This design comes from an exercise in tuning for small area and a short achievable clock period on the open sky130 flow, not from production work. At most, simulation tests tie the RTL to the original design; equivalence was not proved. Power is estimated from default activity; no workload was simulated.

==> flow/design.v (excerpt) <==
module hyctl_top (
    input  logic                          clk,
    input  logic                          reset,
    input  logic [7:0]                    io_port_id,
    input  logic [7:0]                    io_out_port,
    input  logic                          io_write_strobe,
    input  logic                          io_read_strobe,
    output logic [7:0]                    in_port,
    input  logic                          udp_rx_start,
    input  logic [7:0]                    udp_rx_data,
    input  logic                          udp_rx_valid,
    input  logic                          udp_rx_last,
    input  logic [31:0]                   udp_rx_src_ip,
    input  logic [15:0]                   udp_rx_src_port,
    input  logic                          udp_tx_ready,
    input  logic [1:0]                    udp_tx_result,
    output logic                          udp_tx_start,
    output logic [7:0]                    udp_tx_data,
    output logic                          udp_tx_valid,
    output logic                          udp_tx_last,
    output logic [6:0]                    udp_tx_length,
    output logic [31:0]                   udp_tx_dst_ip,
    output logic [15:0]                   udp_tx_dst_port,
    input  logic [31:0]                   ext_ip,
    input  logic                          ext_ip_force,
    output logic                          ip_dhcp_reset,
    output logic [31:0]                   ip_static_ip,
    output logic                          ip_static_ip_valid,
    output logic                          stream_linked,
    output logic [31:0]                   stream_ip,
    output logic [15:0]                   stream_udp_port
);
    hyctl_pkg::io_bus_t           io_bus_i;
    hyctl_pkg::udp_rx_t           udp_rx_i;
    hyctl_pkg::udp_tx_t           udp_tx_o;
    hyctl_pkg::ip_cfg_t           ip_cfg_o;
    hyctl_pkg::stream_cfg_t       stream_cfg_o;
    assign io_bus_i.port_id      = io_port_id;
    assign io_bus_i.out_port     = io_out_port;
    assign io_bus_i.write_strobe = io_write_strobe;
    assign io_bus_i.read_strobe  = io_read_strobe;
    assign udp_rx_i.start    = udp_rx_start;
    assign udp_rx_i.data     = udp_rx_data;
    assign udp_rx_i.valid    = udp_rx_valid;
    assign udp_rx_i.last     = udp_rx_last;
    assign udp_rx_i.src_ip   = udp_rx_src_ip;
  ...
export LEC_CHECK = 0
export CAP_MARGIN = 20
export CORE_MARGIN = 2
export CORE_UTILIZATION = 45
export PLACE_DENSITY = 0.6
export SETUP_SLACK_MARGIN = 1.5
export SLEW_MARGIN = 20
export SYNTH_HIERARCHICAL = 1
export SYNTH_MINIMUM_KEEP_SIZE = 0
create_clock -name core_clock -period 5.0 [get_ports {clk}]
run.sh (not shown) runs the stock make flow with config.mk's settings and CLKGATE_MAP_FILE= SYNTH_SCRIPT=/design/flow/synth_recipe.tcl, a recipe that flattens the netlist after the stock synthesis.
Then changed:
SETUP_SLACK_MARGIN = 2.5   (was 1.5)
=> Routed wire length came out higher by 6.4%. Register-to-register slack gains 0.20 ns. Cell area came out higher by 8.9%.
No run of this note included a check of the RTL's function; only the layout flow was run.

---

## job 7512
Another version of the RTL of hyctl_top (not shown whole).
Size: ~4,900 cells after synthesis, about 1,200 flip-flops, ~270 I/O pins, ~43,000 µm² of cells after synthesis.
==> flow/config.mk <==
export PLATFORM = sky130hd
export DESIGN_NAME = hyctl_top
export DESIGN_NICKNAME = hyctl_top
export VERILOG_FILES = /design/flow/design.v
export SDC_FILE = /design/flow/constraint.sdc
export NUM_CORES = 4
export LEC_CHECK = 0
export CAP_MARGIN = 20
export CORE_MARGIN = 2
export CORE_UTILIZATION = 45
export CTS_BUF_LIST = sky130_fd_sc_hd__clkbuf_8
export CTS_CLUSTER_DIAMETER = 80
export CTS_CLUSTER_SIZE = 12
export PLACE_DENSITY = 0.6
export SETUP_SLACK_MARGIN = 2.9
export SLEW_MARGIN = 20
export SYNTH_HIERARCHICAL = 1
export SYNTH_MINIMUM_KEEP_SIZE = 0
export TNS_END_PERCENT = 10
==> flow/constraint.sdc <==
create_clock -name core_clock -period 5.0 [get_ports {clk}]
set_input_delay 1.0000 -clock core_clock [delete_from_list [all_inputs] [get_ports {clk}]]
set_output_delay 1.0000 -clock core_clock [all_outputs]
set_load 0.01 [all_outputs]
standard.sh (not shown) runs the stock make flow with config.mk's settings and CLKGATE_MAP_FILE= SYNTH_SCRIPT=/design/flow/synth_recipe.tcl, a recipe that flattens the netlist after the stock synthesis.
==> flow/flow/run.sh <==
#!/bin/bash
# The standard layout (standard.sh), with one change: the port buffers
# that buffer_ports inserts are plain sky130_fd_sc_hd__buf_1 cells instead of
# the default cell it picks (a slow delay buffer). Every input and output
# port still gets its own buffer. The full make output goes to
# standard_make.log in the work folder.
set -euo pipefail
bash standard.sh "BUFFER_PORTS_ARGS=-buffer_cell sky130_fd_sc_hd__buf_1" finish > standard_make.log 2>&1
Testbench counts of job 7512, summed over its fixed seeds: tx cycles 5,394, tx bytes 3,981.
What job 947 does differently from job 7512 at the input level:
- changing SETUP_SLACK_MARGIN from 2.9 to 2.6
Findings:
Timing, DRC, antenna: 0 failures across job 7512 and job 947
Going from job 7512 to job 947, total via count after detailed routing -1,754, net switching fraction of the power -0.32 points.
Per the comparison of job 947 with job 7512, fraction of met3 tracks used by global routing moved down; sequential share of cell area moved up; hold slack moved down.
Taking job 7512 over job 947, the combinational power ratio works out to 1.18.
The lower core utilization came out of job 947.
Against job 7512 as the reference, job 947 delivers a higher depth of the worst register-to-register path.
The filler cell count in the final layout number comes out higher for job 947 vs job 7512.
Compared with job 7512, job 947 ends up with less cell area.
In the tables for job 7512 and job 947, power attributed to the clock group reads higher with job 7512.
Input-level comparison between job 683 and job 947:
- a change of PLACE_DENSITY from 0.6 to 0.7
Results
- Comparing job 947 and job 683, the higher setup slack is on job 947.
- Relative to job 947, minimum hold slack has increased by 0.029 ns in job 683.
- Compared with job 947, job 683 shows a transition time at the pin with the least slew margin that is 0.059 ns higher.

[separate check: timing with driven ports]
In the flow no input, the clock included, has a driving cell. The finished layouts below were timed again as built, in two steps.
Step 1: set_driving_cell puts a clkbuf_16 on clk and a buf_2 on each other input, an assumption about the parent block.
Step 2 times the ports against the registers' clock, not the clock port: input delays grow and output delays shrink by t, the midpoint of the rising clock arrivals with the driver on.
a / b / c = ideal / step 1 / step 2; a / b = the first two.
| run | t, ns | setup slack, ns | worst hold slack (ns) | worst register clock-pin slew, ns |
|---|---|---|---|---|
| the first run of note 1 | 0.782 | 1.479 / 1.449 / 0.667 | 0.455 / 0.455 / 0.455 | 0.07 / 0.07 |
| the second run of note 1 | 0.795 | 1.798 / 1.765 / 0.970 | 0.442 / 0.442 / 0.442 | 0.07 / 0.07 |
| job 7512 | 0.857 | 2.061 / 2.073 / 1.217 | 0.345 / 0.310 / 0.450 | 0.09 / 0.09 |
| job 947 | 0.859 | 2.078 / 2.088 / 1.229 | 0.340 / 0.300 / 0.449 | 0.10 / 0.10 |
| job 683 | 0.854 | 2.054 / 1.970 / 1.116 | 0.369 / 0.328 / 0.448 | 0.10 / 0.10 |
After both steps every run listed still meets setup and hold. For job 683, which loses most, drivers alone change the setup slack by -0.084 ns; drivers and shift together by -0.938 ns.
